Context: an optimization exercise on an open-source flow, tuned for small area, a short achievable clock period and few clock cycles per item. The choices shown serve that exercise and are no tape-out recipe. The RTL was checked by simulation tests, not by an equivalence proof against the original design. Power and IR drop assume default switching activity.

==> 03-02 <==
==> flow/design.v <==
package lmps_pkg;
  localparam int COLUMNS_DEF  = 8;
  localparam int CHANNELS_DEF = 15;
  localparam int PIXELS_DEF   = 5;
  localparam int OP_W       = 2;
  localparam int COORD_W    = 3;
  localparam int BYTE_W     = 8;
  localparam int DRIVE_W    = 15;
  localparam int IN_DATA_W  = 32;
  localparam int OUT_DATA_W = 24;
  localparam logic [3:0] TICK_LAST = 4'd15;
  localparam logic [OP_W-1:0] OP_TICK  = 2'd0;
  localparam logic [OP_W-1:0] OP_WRITE = 2'd1;
  localparam logic [OP_W-1:0] OP_CLEAR = 2'd2;
  localparam logic [OP_W-1:0] OP_NOP   = 2'd3;
  localparam logic [1:0] ACT_NONE  = 2'd0;
  localparam logic [1:0] ACT_SHIFT = 2'd1;
  localparam logic [1:0] ACT_RESET = 2'd2;
endpackage
module lmps_ram #(
  parameter int COLUMNS = 8,
  parameter int PIXELS  = 5,
  parameter int PW      = 15
) (
  input  logic                       clk,
  input  logic                       rst,
  input  logic                       we,
  input  logic [2:0]                 wcol,
  input  logic [2:0]                 wpix,
  input  logic [PW-1:0]              wdata,
  input  logic                       clr,
  input  logic [COLUMNS-1:0]         rsel,
  output logic [PIXELS*PW-1:0]       rdata,
  output logic [PIXELS-1:0]          rvalid
);
  logic [PW-1:0]     mem [COLUMNS][PIXELS];
  logic [PIXELS-1:0] vld [COLUMNS];
  always_ff @(posedge clk) begin
    for (int c = 0; c < COLUMNS; c++) begin
      for (int p = 0; p < PIXELS; p++) begin
        if (we && wcol == 3'(c) && wpix == 3'(p)) begin
          mem[c][p] <= wdata;
        end
      end
    end
  end
  always_ff @(posedge clk) begin
    for (int c = 0; c < COLUMNS; c++) begin
      for (int p = 0; p < PIXELS; p++) begin
        if (rst || clr) begin
          vld[c][p] <= 1'b0;
        end else if (we && wcol == 3'(c) && wpix == 3'(p)) begin
          vld[c][p] <= 1'b1;
        end
      end
    end
  end
  always_comb begin
    rdata  = '0;
    rvalid = '0;
    for (int c = 0; c < COLUMNS; c++) begin
      for (int p = 0; p < PIXELS; p++) begin
        rdata[p*PW +: PW] = rdata[p*PW +: PW] | (mem[c][p] & {PW{rsel[c]}});
      end
      rvalid = rvalid | (vld[c] & {PIXELS{rsel[c]}});
    end
  end
endmodule
module lmps_enc (
  input  logic [7:0] s,
  output logic [4:0] code
);
  logic lo;
  logic hi;
  assign lo   = (s[7:4] == 4'd0) && (s[3:0] != 4'd0);
  assign hi   = (s[7:4] == 4'd1) && (s[3:0] <= 4'd13);
  assign code = hi ? {1'b0, s[3:0] + 4'd1} :
                lo ? {1'b1, s[3:0]} : 5'd0;
endmodule
module lmps_seq (
  input  logic [3:0] w,
  input  logic [3:0] t,
  output logic       hit
);
  assign hit = (t == w);
endmodule
module led_matrix_pwm_scanner #(
  parameter int COLUMNS  = lmps_pkg::COLUMNS_DEF,
  parameter int CHANNELS = lmps_pkg::CHANNELS_DEF
) (
  input  logic                              clk,
  input  logic                              rst,
  input  logic                              s_tvalid,
  output logic                              s_tready,
  input  logic [lmps_pkg::IN_DATA_W-1:0]    s_tdata,
  input  logic [lmps_pkg::OP_W-1:0]         s_tuser,
  output logic                              m_tvalid,
  input  logic                              m_tready,
  output logic [lmps_pkg::OUT_DATA_W-1:0]   m_tdata
);
  localparam int PIXELS = lmps_pkg::PIXELS_DEF;
  localparam int PW     = 15;
  localparam int RW     = lmps_pkg::DRIVE_W + 2;
  logic              in_rdy;
  logic              cmd_v;
  logic [1:0]        cmd_op;
  logic [2:0]        cmd_col;
  logic [2:0]        cmd_row;
  logic [PW-1:0]     cmd_pix;
  logic [PW-1:0]     in_pix;
  logic [3:0]        tick_pos;
  logic [COLUMNS-1:0] col_oh;
  logic [4*CHANNELS-1:0] snap;
  logic [PIXELS-1:0] snap_vld;
  logic [RW-1:0]     out_d;
  logic [CHANNELS-1:0] drv_q;
  logic              rdy_int;
  logic              sk_v;
  logic [1:0]        sk_act;
  logic              exec;
  logic              is_tick;
  logic              reload;
  logic              do_write;
  logic              do_clear;
  logic [PIXELS*PW-1:0] col_data;
  logic [PIXELS-1:0] col_vld;
  logic [CHANNELS-1:0] drive;
  logic [1:0]        action;
  logic              cmd_v_nx;
  logic              sk_v_nx;
  assign s_tready = in_rdy;
  assign m_tdata  = {7'b0000000, out_d};
  assign rdy_int  = !(cmd_v && sk_v);
  assign exec     = cmd_v && !sk_v;
  assign is_tick  = exec && (cmd_op == lmps_pkg::OP_TICK);
  assign reload   = is_tick && (tick_pos == lmps_pkg::TICK_LAST);
  assign do_write = exec && (cmd_op == lmps_pkg::OP_WRITE);
  assign do_clear = exec && (cmd_op == lmps_pkg::OP_CLEAR);
  lmps_enc u_enc_b (.s(s_tdata[21:14]), .code(in_pix[4:0]));
  lmps_enc u_enc_r (.s(s_tdata[13:6]),  .code(in_pix[9:5]));
  lmps_enc u_enc_g (.s(s_tdata[29:22]), .code(in_pix[14:10]));
  lmps_ram #(
    .COLUMNS (COLUMNS),
    .PIXELS  (PIXELS),
    .PW      (PW)
  ) u_frame (
    .clk    (clk),
    .rst    (rst),
    .we     (do_write),
    .wcol   (cmd_col),
    .wpix   (cmd_row),
    .wdata  (cmd_pix),
    .clr    (do_clear),
    .rsel   (col_oh),
    .rdata  (col_data),
    .rvalid (col_vld)
  );
  for (genvar k = 0; k < CHANNELS; k++) begin : g_drive
    logic [4:0] fc;
    logic       flip;
    assign fc = col_data[5*k +: 5];
    lmps_seq u_cmp (
      .w    (snap[4*k +: 4]),
      .t    (tick_pos),
      .hit  (flip)
    );
    assign drive[k] = reload  ? (col_vld[k/3] && fc[4]) :
                      is_tick ? (drv_q[k] ^ (snap_vld[k/3] && flip))
                              : drv_q[k];
  end
  assign action = !reload   ? lmps_pkg::ACT_NONE :
                  col_oh[COLUMNS-1] ? lmps_pkg::ACT_RESET : lmps_pkg::ACT_SHIFT;
  assign cmd_v_nx = rdy_int ? s_tvalid : (cmd_v && !exec);
  assign sk_v_nx  = (!m_tvalid || m_tready) ? 1'b0 : (sk_v || exec);
  always_ff @(posedge clk) begin
    if (rst) begin
      cmd_v  <= 1'b0;
      in_rdy <= 1'b1;
    end else begin
      cmd_v  <= cmd_v_nx;
      in_rdy <= !(cmd_v_nx && sk_v_nx);
    end
  end
  always_ff @(posedge clk) begin
    if (rdy_int) begin
      cmd_op  <= s_tuser;
      cmd_col <= s_tdata[2:0];
      cmd_row <= s_tdata[5:3];
      cmd_pix <= in_pix;
    end
  end
  always_ff @(posedge clk) begin
    if (rst) begin
      tick_pos <= '0;
      col_oh   <= COLUMNS'(1);
      snap_vld <= '0;
    end else if (is_tick) begin
      tick_pos <= reload ? 4'd1 : tick_pos + 4'd1;
      if (reload) begin
        col_oh   <= {col_oh[COLUMNS-2:0], col_oh[COLUMNS-1]};
        snap_vld <= col_vld;
      end
    end
  end
  always_ff @(posedge clk) begin
    for (int k = 0; k < CHANNELS; k++) begin
      if (reload) begin
        snap[4*k +: 4] <= col_data[5*k +: 4];
      end
    end
  end
  always_ff @(posedge clk) begin
    if (rst) begin
      m_tvalid <= 1'b0;
      sk_v     <= 1'b0;
    end else begin
      m_tvalid <= (m_tvalid && !m_tready) || sk_v || exec;
      sk_v     <= sk_v_nx;
    end
  end
  always_ff @(posedge clk) begin
    if (rst) begin
      drv_q <= '0;
    end else if (exec) begin
      drv_q <= drive;
    end
  end
  always_ff @(posedge clk) begin
    if (rst) begin
      out_d <= '0;
    end else if (!m_tvalid || m_tready) begin
      out_d <= {sk_v ? sk_act : action, drive};
    end
    if (exec) begin
      sk_act <= action;
    end
  end
endmodule
==> flow/run.sh <==
#!/bin/bash
# synth_recipe.tcl (not shown) runs the flow's synth.tcl, then flattens the netlist and writes it again
# the make line also repeats each setting of config.mk as NAME=value (left out here)
make -C /OpenROAD-flow-scripts/flow DESIGN_CONFIG=/design/flow/config.mk WORK_HOME=/design/flow/orfs CLKGATE_MAP_FILE= SYNTH_SCRIPT=/design/flow/synth_recipe.tcl finish
==> flow/config.mk <==
export PLATFORM = sky130hd
export DESIGN_NAME = led_matrix_pwm_scanner
export DESIGN_NICKNAME = led_matrix_pwm_scanner
export VERILOG_FILES = /design/flow/design.v
export SDC_FILE = /design/flow/constraint.sdc
export NUM_CORES = 4
export LEC_CHECK = 0
export CAP_MARGIN = 20
export CORE_MARGIN = 2
export CORE_UTILIZATION = 40
export CTS_CLUSTER_DIAMETER = 100
export CTS_CLUSTER_SIZE = 30
export SETUP_SLACK_MARGIN = 4.65
export SLEW_MARGIN = 20
export TNS_END_PERCENT = 0
==> flow/constraint.sdc <==
create_clock -name core_clock -period 7.0 [get_ports {clk}]
set_input_delay 1.4000 -clock core_clock [delete_from_list [all_inputs] [get_ports {clk}]]
set_output_delay 1.4000 -clock core_clock [all_outputs]
set_load 0.01 [all_outputs]
==> 07-25 (differences from 03-02) <==
--- a/flow/design.v
+++ b/flow/design.v
@@ -74,13 +74,24 @@
   logic hi;
-  assign lo   = (s[7:4] == 4'd0) && (s[3:0] != 4'd0);
+  assign lo   = (s[7:4] == 4'd0);
   assign hi   = (s[7:4] == 4'd1) && (s[3:0] <= 4'd13);
-  assign code = hi ? {1'b0, s[3:0] + 4'd1} :
-                lo ? {1'b1, s[3:0]} : 5'd0;
+  assign code = hi ? {1'b1, s[3:0] + 4'd1} :
+                lo ? {1'b0, s[3:0]} : 5'd0;
 endmodule
 module lmps_seq (
-  input  logic [3:0] w,
+  input  logic [4:0] code,
   input  logic [3:0] t,
-  output logic       hit
-);
-  assign hit = (t == w);
+  output logic       on_hold,
+  output logic       on_tick
+);
+  logic [3:0] w;
+  logic       lt;
+  logic       eq;
+  assign w  = code[3:0];
+  assign eq = (t == w);
+  assign lt = (!t[3] && w[3]) || ((t[3] == w[3]) &&
+              ((!t[2] && w[2]) || ((t[2] == w[2]) &&
+              ((!t[1] && w[1]) || ((t[1] == w[1]) &&
+              (!t[0] && w[0]))))));
+  assign on_tick = code[4] ^ lt;
+  assign on_hold = code[4] ^ (lt || eq);
 endmodule
@@ -112,7 +123,5 @@
   logic [COLUMNS-1:0] col_oh;
-  logic [4*CHANNELS-1:0] snap;
+  logic [PIXELS*PW-1:0] snap;
   logic [PIXELS-1:0] snap_vld;
   logic [RW-1:0]     out_d;
-  logic [CHANNELS-1:0] drv_q;
-  logic              rdy_int;
   logic              sk_v;
@@ -132,3 +141,2 @@
   assign m_tdata  = {7'b0000000, out_d};
-  assign rdy_int  = !(cmd_v && sk_v);
   assign exec     = cmd_v && !sk_v;
@@ -159,12 +167,14 @@
     logic [4:0] fc;
-    logic       flip;
+    logic       on_hold;
+    logic       on_tick;
     assign fc = col_data[5*k +: 5];
     lmps_seq u_cmp (
-      .w    (snap[4*k +: 4]),
-      .t    (tick_pos),
-      .hit  (flip)
+      .code    (snap[5*k +: 5]),
+      .t       (tick_pos),
+      .on_hold (on_hold),
+      .on_tick (on_tick)
     );
-    assign drive[k] = reload  ? (col_vld[k/3] && fc[4]) :
-                      is_tick ? (drv_q[k] ^ (snap_vld[k/3] && flip))
-                              : drv_q[k];
+    assign drive[k] = reload  ? (col_vld[k/3] && !fc[4] && (fc[3:0] != 4'd0)) :
+                      is_tick ? (snap_vld[k/3] && on_tick)
+                              : (snap_vld[k/3] && on_hold);
   end
@@ -172,3 +182,3 @@
                   col_oh[COLUMNS-1] ? lmps_pkg::ACT_RESET : lmps_pkg::ACT_SHIFT;
-  assign cmd_v_nx = rdy_int ? s_tvalid : (cmd_v && !exec);
+  assign cmd_v_nx = in_rdy ? s_tvalid : (cmd_v && !exec);
   assign sk_v_nx  = (!m_tvalid || m_tready) ? 1'b0 : (sk_v || exec);
@@ -184,3 +194,3 @@
   always_ff @(posedge clk) begin
-    if (rdy_int) begin
+    if (in_rdy) begin
       cmd_op  <= s_tuser;
@@ -205,6 +215,4 @@
   always_ff @(posedge clk) begin
-    for (int k = 0; k < CHANNELS; k++) begin
-      if (reload) begin
-        snap[4*k +: 4] <= col_data[5*k +: 4];
-      end
+    if (reload) begin
+      snap <= col_data;
     end
@@ -221,12 +229,3 @@
   always_ff @(posedge clk) begin
-    if (rst) begin
-      drv_q <= '0;
-    end else if (exec) begin
-      drv_q <= drive;
-    end
-  end
-  always_ff @(posedge clk) begin
-    if (rst) begin
-      out_d <= '0;
-    end else if (!m_tvalid || m_tready) begin
+    if (!m_tvalid || m_tready) begin
       out_d <= {sk_v ? sk_act : action, drive};
Settings changed: CORE_UTILIZATION 40 to 65, SETUP_SLACK_MARGIN 4.65 to 4.5.
==> 06-16 (differences from 03-02) <==
--- a/flow/design.v
+++ b/flow/design.v
@@ -74,13 +74,24 @@
   logic hi;
-  assign lo   = (s[7:4] == 4'd0) && (s[3:0] != 4'd0);
+  assign lo   = (s[7:4] == 4'd0);
   assign hi   = (s[7:4] == 4'd1) && (s[3:0] <= 4'd13);
-  assign code = hi ? {1'b0, s[3:0] + 4'd1} :
-                lo ? {1'b1, s[3:0]} : 5'd0;
+  assign code = hi ? {1'b1, s[3:0] + 4'd1} :
+                lo ? {1'b0, s[3:0]} : 5'd0;
 endmodule
 module lmps_seq (
-  input  logic [3:0] w,
+  input  logic [4:0] code,
   input  logic [3:0] t,
-  output logic       hit
-);
-  assign hit = (t == w);
+  output logic       on_hold,
+  output logic       on_tick
+);
+  logic [3:0] w;
+  logic       lt;
+  logic       eq;
+  assign w  = code[3:0];
+  assign eq = (t == w);
+  assign lt = (!t[3] && w[3]) || ((t[3] == w[3]) &&
+              ((!t[2] && w[2]) || ((t[2] == w[2]) &&
+              ((!t[1] && w[1]) || ((t[1] == w[1]) &&
+              (!t[0] && w[0]))))));
+  assign on_tick = code[4] ^ lt;
+  assign on_hold = code[4] ^ (lt || eq);
 endmodule
@@ -112,6 +123,5 @@
   logic [COLUMNS-1:0] col_oh;
-  logic [4*CHANNELS-1:0] snap;
+  logic [PIXELS*PW-1:0] snap;
   logic [PIXELS-1:0] snap_vld;
   logic [RW-1:0]     out_d;
-  logic [CHANNELS-1:0] drv_q;
   logic              rdy_int;
@@ -159,12 +169,14 @@
     logic [4:0] fc;
-    logic       flip;
+    logic       on_hold;
+    logic       on_tick;
     assign fc = col_data[5*k +: 5];
     lmps_seq u_cmp (
-      .w    (snap[4*k +: 4]),
-      .t    (tick_pos),
-      .hit  (flip)
+      .code    (snap[5*k +: 5]),
+      .t       (tick_pos),
+      .on_hold (on_hold),
+      .on_tick (on_tick)
     );
-    assign drive[k] = reload  ? (col_vld[k/3] && fc[4]) :
-                      is_tick ? (drv_q[k] ^ (snap_vld[k/3] && flip))
-                              : drv_q[k];
+    assign drive[k] = reload  ? (col_vld[k/3] && !fc[4] && (fc[3:0] != 4'd0)) :
+                      is_tick ? (snap_vld[k/3] && on_tick)
+                              : (snap_vld[k/3] && on_hold);
   end
@@ -205,6 +217,4 @@
   always_ff @(posedge clk) begin
-    for (int k = 0; k < CHANNELS; k++) begin
-      if (reload) begin
-        snap[4*k +: 4] <= col_data[5*k +: 4];
-      end
+    if (reload) begin
+      snap <= col_data;
     end
@@ -221,12 +231,3 @@
   always_ff @(posedge clk) begin
-    if (rst) begin
-      drv_q <= '0;
-    end else if (exec) begin
-      drv_q <= drive;
-    end
-  end
-  always_ff @(posedge clk) begin
-    if (rst) begin
-      out_d <= '0;
-    end else if (!m_tvalid || m_tready) begin
+    if (!m_tvalid || m_tready) begin
       out_d <= {sk_v ? sk_act : action, drive};
Settings changed: CORE_UTILIZATION 40 to 55, SETUP_SLACK_MARGIN 4.65 to 4.5.
==> results.txt <==
| quantity | 03-02 | 07-25 | 06-16 |
|---|---|---|---|
| Run status | complete, no violations | complete, no violations | complete, no violations |
| Post-route worst hold slack | 0.457 ns | 0.481 ns | 0.481 ns |
| Max Fanout on Critical Path | 2 | 45 | 48 |
| Net Sw Frac | 19.8% | 19.1% | 19.5% |
| Clock insertion delay at the later pin of the skew report | 0.65 ns | 0.63 ns | 0.65 ns |
| Number of tap cells added at floorplan | 940 | 600 | 688 |
| Avg WL per Cell | 26.9 µm | 29.5 µm | 30.0 µm |
| Power Dens Cells | 233 nW/µm² | 228 nW/µm² | 228 nW/µm² |
| Timing-limited maximum frequency | 391 MHz | 376 MHz | 382 MHz |
| Number of antenna violations at the first check in global routing | 1 | 1 | 3 |
| Worst supply voltage drop on vdd | 0.000211 V | 0.000322 V | 0.000174 V |
| Pin count of the biggest net entering global routing | 65 | 52 | 55 |
| Avg Inst Size Synth | 16.6 µm² | 16.8 µm² | 16.8 µm² |
| Yosys cell types | 52 | 63 | 62 |
| Number of signal-net inverters in the final layout | 11 | 15 | 15 |
| Routed vias | 16300 | 16900 | 16900 |
| Synth Area in Simple Gates | 5.53% | 5.97% | 5.93% |
| Drt total wl | 74000 µm | 72400 µm | 76400 µm |
| Power in sequential cells | 5.02 mW | 5.06 mW | 5.05 mW |
| Pre-CTS setup slack | 3.75 ns | 3.74 ns | 3.71 ns |
| Relative contribution of the clock network to total power | 29.9% | 28.8% | 29.3% |
| Final core utilization | 44.8% | 71.0% | 61.0% |
| Max stage delay on crit path | 0.39 ns | 0.64 ns | 0.67 ns |
Testbench counts of 03-02, summed over its fixed seeds: cycles 12,016, items 12,000.
Testbench counts of 07-25, summed over its fixed seeds: cycles 12,016, items 12,000.
Testbench counts of 06-16, summed over its fixed seeds: cycles 12,016, items 12,000.

[port drivers added, routing unchanged]
The results above use ideal ports. As a check the final layouts listed here were re-extracted and re-timed, cells and wires unchanged.
Step 1: set_driving_cell puts a clkbuf_16 on clk and a buf_2 on each other input, an assumption about the parent block.
Step 2 times the ports against the registers' clock, not the clock port: input delays grow and output delays shrink by t, the midpoint of the rising clock arrivals with the driver on.
Slacks: ideal ports / drivers / drivers and shift; pairs: ideal ports / drivers.
| run | shift t [ns] | setup WS [ns] | latest minus earliest clock arrival (ns) | worst register clock-pin slew, ns |
|---|---|---|---|---|
| 03-02 | 0.691 | 4.442 / 4.381 / 3.863 | 0.036 / 0.036 | 0.12 / 0.12 |
| 07-25 | 0.675 | 4.338 / 4.293 / 3.784 | 0.027 / 0.027 | 0.12 / 0.12 |
| 06-16 | 0.692 | 4.379 / 4.362 / 3.796 | 0.029 / 0.029 | 0.12 / 0.12 |
After both steps setup and hold are still met in every run listed. The setup slack of 06-16, which loses most, moves by -0.017 ns with the drivers and by -0.583 ns with both steps.
